Source: an optimization exercise on an open RTL-to-GDS flow (aim: small area). Production flows keep margins and buffers that such runs may drop. Function was checked by simulation only, so behaviour that the tests miss may differ from the original. Power and IR drop assume default switching activity.

$ cat flow/design.v
module reg_file_mp #(
  parameter int DATA_W   = 32,
  parameter int ADDR_W   = 5,
  parameter int NRD      = 2,
  parameter int ZERO_REG = 1
) (
  input  logic                    clk,
  input  logic                    rst_n,
  input  logic [NRD*ADDR_W-1:0]   rd_addr,
  output logic [NRD*DATA_W-1:0]   rd_data,
  output logic [NRD-1:0]          rd_busy,
  input  logic                    wa_en,
  input  logic [ADDR_W-1:0]       wa_addr,
  input  logic [DATA_W-1:0]       wa_data,
  input  logic                    wb_en,
  input  logic [ADDR_W-1:0]       wb_addr,
  input  logic [DATA_W-1:0]       wb_data,
  input  logic                    sb_set_en,
  input  logic [ADDR_W-1:0]       sb_set_addr,
  input  logic                    clr_req,
  output logic                    clr_busy
);
  localparam int DEPTH = 1 << ADDR_W;
  localparam logic [ADDR_W-1:0] LAST = ADDR_W'(DEPTH - 1);
  typedef enum logic {IDLE, CLEAR} state_t;
  state_t              state, state_nxt;
  logic [ADDR_W-1:0]   cnt, cnt_nxt;
  logic [DATA_W-1:0]   mem [DEPTH];
  logic [DEPTH-1:0]    pend, pend_nxt;
  logic                idle, wa_we, wb_we;
  assign idle     = (state == IDLE);
  assign clr_busy = (state == CLEAR);
  assign wa_we    = idle && wa_en && !(ZERO_REG != 0 && wa_addr == '0);
  assign wb_we    = idle && wb_en && !(ZERO_REG != 0 && wb_addr == '0);
  always_comb begin
    state_nxt = state;
    cnt_nxt   = cnt;
    case (state)
      IDLE: begin
        if (clr_req) begin
          state_nxt = CLEAR;
          cnt_nxt   = '0;
        end
      end
      CLEAR: begin
        if (cnt == LAST) begin
          state_nxt = IDLE;
          cnt_nxt   = '0;
        end else begin
          cnt_nxt = cnt + ADDR_W'(1);
        end
      end
      default: state_nxt = IDLE;
    endcase
  end
  always_comb begin
    pend_nxt = pend;
    if (state == CLEAR) begin
      pend_nxt[cnt] = 1'b0;
    end else begin
      if (wa_en)     pend_nxt[wa_addr]     = 1'b0;
      if (wb_en)     pend_nxt[wb_addr]     = 1'b0;
      if (sb_set_en) pend_nxt[sb_set_addr] = 1'b1;
    end
    if (ZERO_REG != 0) pend_nxt[0] = 1'b0;
  end
  always_ff @(posedge clk) begin
    if (!rst_n) begin
      state <= IDLE;
      cnt   <= '0;
      pend  <= '0;
    end else begin
      state <= state_nxt;
      cnt   <= cnt_nxt;
      pend  <= pend_nxt;
    end
  end
  always_ff @(posedge clk) begin
    if (!rst_n) begin
      for (int i = 0; i < DEPTH; i++) mem[i] <= '0;
    end else if (state == CLEAR) begin
      mem[cnt] <= '0;
    end else begin
      if (wa_we) mem[wa_addr] <= wa_data;
      if (wb_we) mem[wb_addr] <= wb_data;
    end
  end
  for (genvar g = 0; g < NRD; g++) begin : g_rd
    logic [ADDR_W-1:0] a;
    logic [DATA_W-1:0] d;
    logic              b;
    assign a = rd_addr[g*ADDR_W +: ADDR_W];
    always_comb begin
      d = mem[a];
      b = pend[a];
      if (ZERO_REG != 0 && a == '0) begin
        d = '0;
        b = 1'b0;
      end else if (idle && wb_en && wb_addr == a) begin
        d = wb_data;
        b = 1'b0;
      end else if (idle && wa_en && wa_addr == a) begin
        d = wa_data;
        b = 1'b0;
      end
    end
    assign rd_data[g*DATA_W +: DATA_W] = d;
    assign rd_busy[g]                  = b;
  end
endmodule
$ cat flow/run.sh
#!/bin/bash
# synth_recipe.tcl (not shown) runs the flow's synth.tcl, then flattens the netlist and writes it again
# the make line also repeats each setting of config.mk as NAME=value (left out here)
make -C /OpenROAD-flow-scripts/flow DESIGN_CONFIG=/design/flow/config.mk WORK_HOME=/design/flow/orfs CLKGATE_MAP_FILE= SYNTH_SCRIPT=/design/flow/synth_recipe.tcl finish
$ cat flow/config.mk
export PLATFORM = sky130hd
export DESIGN_NAME = reg_file_mp
export DESIGN_NICKNAME = reg_file_mp
export VERILOG_FILES = /design/flow/design.v
export SDC_FILE = /design/flow/constraint.sdc
export NUM_CORES = 4
export LEC_CHECK = 0
export CAP_MARGIN = 20
export CORE_MARGIN = 2
export CORE_UTILIZATION = 35
export PLACE_DENSITY = 0.5
export SETUP_SLACK_MARGIN = 0.4
export SLEW_MARGIN = 20
$ cat flow/constraint.sdc
create_clock -name core_clock -period 6.0 [get_ports {clk}]
set_input_delay 1.2000 -clock core_clock [delete_from_list [all_inputs] [get_ports {clk}]]
set_output_delay 1.2000 -clock core_clock [all_outputs]
set_load 0.01 [all_outputs]
==> results of run 1 <==
## power by group
part           switching (mW)  internal (mW)
clock network            3.29           4.01
logic                    1.73           1.01
registers               0.144           8.39
total                    5.17           13.4
## cells by family after synthesis
group                    count (synthesis)
multiplexers                           705
adder cells (fa/ha/maj)                 18
AO/OA/AOI/OAI                         1601
buffers and inverters                  719
flip-flops                            1061
AND/OR/NAND/NOR                       1526
XOR/XNOR                                30
## final timing paths
kind,start,to,slack [ns],cells after the start
max reg2reg,state,mem[18][18],2.46,7
max,rd_addr[2],rd_data[2],0.33,9
min,pend[7],pend[7],0.50,2
min reg2reg,pend[7],pend[7],0.50,2
## final cells by class
cell class	instances	area (um2)	area share (%)
antenna	6	15.0	0.0206
sequential	1061	31500	43.2
clock inverter	76	596	0.817
timing repair buffer	561	5390	7.40
tap	2370	2970	4.07
multi-input combinational	3882	29200	40.1
clock buffer	142	3140	4.30
inverter	19	71.3	0.0978
## worst min-delay path, cell delays in order, from the launching register on
cell	delay, ns
dfxtp_1	0.32
o2111ai_1	0.06
o21ai_0	0.07
## per-stage QoR
| stage | hold slack, ns | TNS (ns) | cells |
|---|---|---|---|
| after floorplan | 0.469 | 0 | 5660 |
| after global placement | 0.495 | -0.00108 | 7888 |
| after detailed placement | 0.496 | -0.00706 | 7888 |
| after CTS | 0.503 | 0 | 8109 |
| after global routing | 0.526 | 0 | 8112 |
| final | 0.503 | 0 | 8117 |
## synthesized netlist by cell type (all sizes together) (8+ instances only)
cell type     n
a211oi       82
a21o         34
a21oi        38
a221o        24
a221oi       23
a22o         62
a22oi        47
and2          9
buf         197
clkbuf      503
dfxtp        37
edfxtp     1024
ha           18
inv          17
mux2         28
mux2i       274
mux4        403
nand2      1172
nand2b       16
nand3        62
nand3b       61
nand4        42
nor2         69
nor2b        17
nor3          9
nor3b         8
nor4         25
o2111ai      18
o211ai       50
o21ai      1049
o221ai       95
o22ai        53
xnor2        24
## layer usage
layer	routed length, um	GRT usage, %	share of wire [%]	up-vias
met2	130000	46.9	44	3973
met1	109000	40.7	37	27000
met5	103	0.312	0.035	-
li1	-	-	-	21600
met3	35900	7.67	12	838
met4	19100	18.4	6.5	6
## what timing repair did
item / in CTS / in global routing
setup endpoints to repair: 44 / 26
resized for setup: 10 / 5
gates cloned: 2 / 0
buffers inserted: 1 / 2
pin swaps: 1 / 0
## sequential cells by signal (all words and copies together), names as in the netlist
register	cells
pend	31
state	1
mem	1024
cnt	5
## cell usage in the layout, fill, tap and decap left out, types with 8 or more instances in the layout
master / synthesis / routed
a22o_1: 62 / 62
o21ai_0: 991 / 991
ha_1: 18 / 18
clkinv_2: 0 / 24
o211ai_1: 50 / 50
buf_4: 29 / 339
a21o_1: 34 / 34
a221oi_1: 23 / 21
o2111ai_1: 18 / 18
edfxtp_1: 1024 / 1024
a21oi_1: 38 / 38
inv_1: 17 / 17
o21ai_1: 58 / 58
nor3b_1: 8 / 8
nor2_1: 59 / 23
clkinv_1: 2 / 35
nor2_4: 5 / 40
buf_12: 0 / 63
mux2_2: 28 / 28
a22oi_1: 47 / 47
o221ai_1: 95 / 95
clkbuf_16: 0 / 122
clkbuf_1: 479 / 19
nand3_2: 2 / 8
mux4_2: 403 / 403
nor2b_1: 17 / 14
mux2i_1: 272 / 272
dfxtp_1: 37 / 37
xnor2_1: 24 / 24
nand3b_1: 55 / 55
nand2_1: 1172 / 1172
nand4_1: 42 / 42
nand3_1: 60 / 53
clkdlybuf4s50_1: 0 / 150
o22ai_1: 53 / 53
nand2b_1: 16 / 16
nor4_1: 25 / 23
a221o_1: 24 / 24
a211oi_1: 82 / 79
==> summary.txt, run 1 <==
Seq cells post-synth around 1.1k; warnings from Yosys 1; outcome timing/DRC/antenna clean; number of global-route vias before repair slightly above 50k; Layout Utilization around two fifths; total power ~19 mW; number of I/O pins about 160; Root Driver clkbuf_16; mux contribution to synthesized area around a fifth; CTS Hold Bufs 0; Detailed Route Iter0 Violations 8,216; syn avg cell area roughly 11 um2; Synth Area in Compound Gates 15.1%; share of cells above drive strength 1 roughly a fifth; Cell Rows approximately 160; Worst Hold Class flop to flop; Vias roughly 53k; Final Hold Fails 0; DR WL/cell ~36 um; Die Y between 400 and 500 um; fmax between 150 and 200 MHz; Design Area, Final between 70,000 and 80,000 um2; Slew Limit Fails 0; setup ws final about 0.33 ns; Max Cap Viol 0; H-tree depth 3; Synth Cell Area 63,400 um2; critical path class input pin to output port; Post-synth EDFFs around 1k; Post-DP Area 69,000 um2; P_leak between 20 and 25 nW; cells along the critical path clkdlybuf4s15_2 > buf_12 > and2_4 > buf_12 > a22o_1 > a211oi_1 > nor4_1 > a221o_1 > clkdlybuf4s50_1; CP max stage delay around 0.65 ns; cells after synthesis around 5.7k; Final min period ~5.7 ns; Max VDD drop roughly 0.24 mV; area grow syn2layout 14.9%; first-pass GRT wire length approximately 400,000 um; family with the most delay on the worst path buffers and inverters; GRT Util Overall ~31%; CTS tree built; Worst-Skew Late Latency approximately 0.8 ns; final setup vio count 0; Layout Nets 5,756; CP max stage cell a211oi_1; port buffer count between 150 and 200; total core area about 180,000 um2; Mapped Nets 5,773; drt via density roughly 6.6; Arrival @ worst endpoint 4.47 ns; Detailed Route WL around 290,000 um; gr ovfl total 0; Top cell by count, worst path buf_12; CP Launch Type input pin; initial antenna violation count 12; pre-CTS WS -0.00706 ns; die area between 150,000 and 200,000 um2; simple logic cell fraction of the synthesized area 10.4%; HPWL Detailed ~180,000 um; Worst Path Buf+Inv 4; initial core utilization a little over a third; fraction of the mapped netlist area in adder cells less than 1%; critical path endpoint category output port; Clock Sinks ~1.1k; Die Wd 430 um; Crit path required time ~4.8 ns; number of CTS-inserted buffers around 120; Cell variety after synth 71; Rel. slew slack a little under a third; Async SR Flop Fraction 0%; Post-route DRC 0; xor and xnor fraction of the mapped netlist area less than 1%; period utilization between 90% and 100%; PwrDens 255 nW/um2; largest family of logic cells by synthesized area multiplexers; Placer Congestion just over 0.9; worst-margin pin slew 1.03 ns; RSZ-0062 raised after global routing true; clk buf depth 3; share of the synthesized area in the top cell type about 48%; Yosys top cell by area edfxtp_1; number of fill cells about 17k; First-pass DRT Iterations 9; Max FO, Critical Path 23; Seq/Total Area, Yosys roughly 50%; clk_skew ~0.031 ns; clock slew at reported path FFs approximately 0.060 ns; top cells by area, synth edfxtp_1 (48%), mux4_2 (14%), o21ai_0 (7.8%), nand2_1 (6.9%), mux2i_1 (4.3%); pin count of the biggest net entering global routing 54; Routed Antenna Nets 0; Main synth FF type edfxtp_1
==> run 2, diff against run 1 <==
--- a/flow/config.mk
+++ b/flow/config.mk
@@ -8,6 +8,8 @@
 export CAP_MARGIN = 20
 export CORE_MARGIN = 2
 export CORE_UTILIZATION = 35
+export CTS_CLUSTER_DIAMETER = 100
+export CTS_CLUSTER_SIZE = 20
 export PLACE_DENSITY = 0.5
-export SETUP_SLACK_MARGIN = 0.4
+export SETUP_SLACK_MARGIN = 0
 export SLEW_MARGIN = 20
==> run 2 against run 1 <==
  * Power shrank 15%
  * Flip-flop and latch count unchanged
  * Cell count decreased by 1.7%
  * Largest power group unchanged
  * The layout now fails its checks (setup timing)
  * First-iteration DRC count shrank 1.8%
  * Wire length down 1.2%
  * Clock power fell by 37%
  * Combinational power barely moved
==> summary.txt, run 2 <==
Cell Rows 156 (unchanged); reg2reg setup slack 2.49 ns (+0.03 ns); biggest registers after layout mem (1024), pend (31), cnt (5); Slew Limit Fails 0 (unchanged); critical path endpoint category output port; Die Y 430 um (unchanged); first-pass GRT wire length 405,000 um (-0.90%); Max FO, Critical Path 24 (+4.3%); Clock Sinks 1,061 (unchanged); Worst R2R Start state; initial core utilization 35.2% (unchanged); die area 185,000 um2 (unchanged); clock slew at reported path FFs 0.09 ns (+0.03 ns); Crit path required time 4.80 ns (about the same); H-tree depth 2 (-1); final setup vio count 2 (+2); CTS Hold Bufs 0 (unchanged); area grow syn2layout 11.5%; Commonest cells post-synth nand2_1 (1,172), edfxtp_1 (1,024), o21ai_0 (991); Worst-Skew Late Latency 0.75 ns (-0.04 ns); syn avg cell area 11.2 um2 (unchanged); port buffer count 161 (unchanged); Seq cells post-synth 1,061 (unchanged); initial antenna violation count 9 (-3); Final min period 6.03 ns (+0.358 ns); cell with the most instances after synthesis nand2_1; cts repair resizes 1 (-9); clk_skew 0.0318 ns (+0.000602 ns); worst-margin pin slew 1.03 ns (-0.00425 ns); Cell variety after synth 71 (unchanged); setup ws final -0.0325 ns (-0.358 ns); Detailed Route Iter0 Violations 8,070 (-1.8%); warnings from Yosys 1 (unchanged); Min-Delay Path Depth 2 (unchanged); fmax 166 MHz (-5.9%); Worst Hold End pend[1]; Detailed Route WL 291,000 um (-1.2%); commonest non-fill, non-tap cells in the layout nand2_1 (1,172), edfxtp_1 (1,024), o21ai_0 (991); most common cell after layout, fill and taps aside nand2_1; number of I/O pins 162 (unchanged); Arrival @ worst endpoint 4.83 ns (+0.36 ns); Async SR Flop Fraction 0% (unchanged); P_leak 22.9 nW (-4.3%); hold slack final 0.509 ns (+0.00628 ns); CP Launch Type input pin; Synth Cell Area 63,400 um2 (unchanged); Rel. slew slack 31.2% (+0.28 points); DR WL/cell 36.5 um (+0.61%); Post-route DRC 0 (unchanged); RSZ-0062 raised after global routing false; Vias 52.7k (-1.3%); clk buf depth 3 (unchanged); number of CTS-inserted buffers 61 (-48%); share of the synthesized area in the top cell type 48.5% (unchanged); HPWL Detailed 184,000 um (unchanged); Root Driver clkbuf_16; Max Cap Viol 0 (unchanged); Fail Reasons setup timing; GRT Util Overall 30.7% (-0.40 points); gr ovfl total 0 (unchanged); Max VDD drop 0.250 mV (+2.7%); Main synth FF type edfxtp_1; Hold Path Origin pend[1]; CTS tree built; Routed Antenna Nets 0 (unchanged); R2R depth 7 (unchanged); top cells by area, synth edfxtp_1 (48%), mux4_2 (14%), o21ai_0 (7.8%), nand2_1 (6.9%), mux2i_1 (4.3%); Yosys top cell by area edfxtp_1; Seq/Total Area, Yosys 49.6% (unchanged); Mapped Nets 5,773 (unchanged); drt via density 6.61 (+0.51%); share of cells above drive strength 1 17.8% (-1.4 points); total core area 180,000 um2 (unchanged); critical path class input pin to output port; Placer Congestion 0.934 (unchanged); R2R Path End mem[18][31]; outcome finished with violations; Post-synth EDFFs 1,024 (unchanged); Worst Hold Class flop to flop; First-pass DRT Iterations 8 (-1); max FFs per register 1,024 (unchanged); number of setup buffers added after CTS 0 (-1); period utilization 101% (+6.0 points); total power 15.8 mW (-15%); Final Hold Fails 0 (unchanged); Die Wd 430 um (unchanged); cells after synthesis 5,660 (unchanged); Layout Utilization 39.2% (-1.2 points); pin count of the biggest net entering global routing 54 (unchanged); PwrDens 224 nW/um2 (-12%); Layout Nets 5,694 (-1.1%); Largest Register mem; number of global-route vias before repair 50.6k (-1.3%)
-- run 2: cell counts after synthesis --
No cell type changed its count.
-- run 2: where the power goes --
part / internal (mW) / leakage (nW) / switching [mW]
Combinational: 1.01 / 11.2 / 1.72
Clock: 1.89 / 0.831 / 2.70
Sequential: 8.38 / 10.9 / 0.142
Total: 11.3 / 22.9 / 4.56
-- run 2: how the worst max path moves through the flow --
stage | startpoint | end | slack, ns | cells after the start
after floorplan | wb_addr[0] | mem[20][0] | 1.41 | 12
after detailed placement | rd_addr[2] | rd_data[3] | -0.007 | 9
after CTS | rd_addr[2] | rd_data[11] | 0.02 | 9
after global placement | rd_addr[2] | rd_data[3] | -0.001 | 9
after global routing | rd_addr[2] | rd_data[11] | 0.02 | 9
final | rd_addr[2] | rd_data[11] | -0.03 | 9
-- run 2: cell type report --
cell class | instances | area [um2]
fillers | 17200 | 110000
flip-flops and latches | 1061 | 31500
multi-input cells | 3880 | 29200
repair buffers | 558 | 5350
well taps | 2370 | 2970
clock buffers | 68 | 1570
clock inverters | 12 | 115
inverters | 19 | 71.3
diodes | 7 | 17.5
-- run 2: routing by layer --
metal | GRT usage, % | wire [um] | vias to the layer above
li1 | - | - | 21300
met1 | 40.3 | 109000 | 26800
met2 | 46.6 | 129000 | 3807
met3 | 7.74 | 34500 | 798
met4 | 16.9 | 18600 | 8
met5 | 0.312 | 135 | -
-- run 2: kinds of logic after synthesis --
kind of cell | Yosys count | share of synthesized area, %
XOR/XNOR | 30 | 0.414
buffers and inverters | 719 | 4.94
adder cells (fa/ha/maj) | 18 | 0.355
flip-flops | 1061 | 49.6
multiplexers | 705 | 19.2
AO/OA/AOI/OAI | 1601 | 15.1
AND/OR/NAND/NOR | 1526 | 10.4
-- run 2: stage by stage --
step                setup slack, ns  area, um2  TNS [ns]  std cells
finish                      -0.0325      70700   -0.0543       7975
detailed placement         -0.00706      69000  -0.00706       7888
CTS                          0.0188      70700         0       7968
floorplan                      1.41      63400         0       5660
global route                 0.0192      70700         0       7968
global placement           -0.00108      69000  -0.00108       7888
-- run 2: worst max-delay path, stage by stage --
cell and delay (ns):
clkdlybuf4s50_1 0.65, or3b_4 0.76, buf_12 0.29, o221ai_1 0.16, a211oi_1 0.69, nor4_1 0.12, buf_4 0.17, a221o_1 0.27
clkdlybuf4s50_1 0.49

static timing again, ports no longer ideal:
The results above use ideal ports. As a check the final layouts listed here were re-extracted and re-timed, cells and wires unchanged.
Step 1, drivers: a clkbuf_16 drives clk and a buf_2 each remaining input, both assumed.
Step 2 moves the port delays by t, midway between the first and last clock arrival at a register: inputs arrive t later, outputs are due t later. That takes back most of the time a late clock gives input paths.
Three values: no drivers, after step 1, after step 2; two values: the first two.
run | shift t [ns] | setup WS [ns] | hold slack, ns | latest minus earliest clock arrival (ns) | pins driven straight from the clock port
run 1 | 0.857 | 0.325 / 0.302 / 0.302 | 0.503 / 0.503 / 0.503 | 0.040 / 0.040 | 1
run 2 | 0.812 | -0.033 / -0.057 / -0.057 | 0.509 / 0.509 / 0.509 | 0.042 / 0.041 | 1
The setup slack of run 2, which loses most, moves by -0.024 ns with the drivers and by -0.024 ns with both steps.
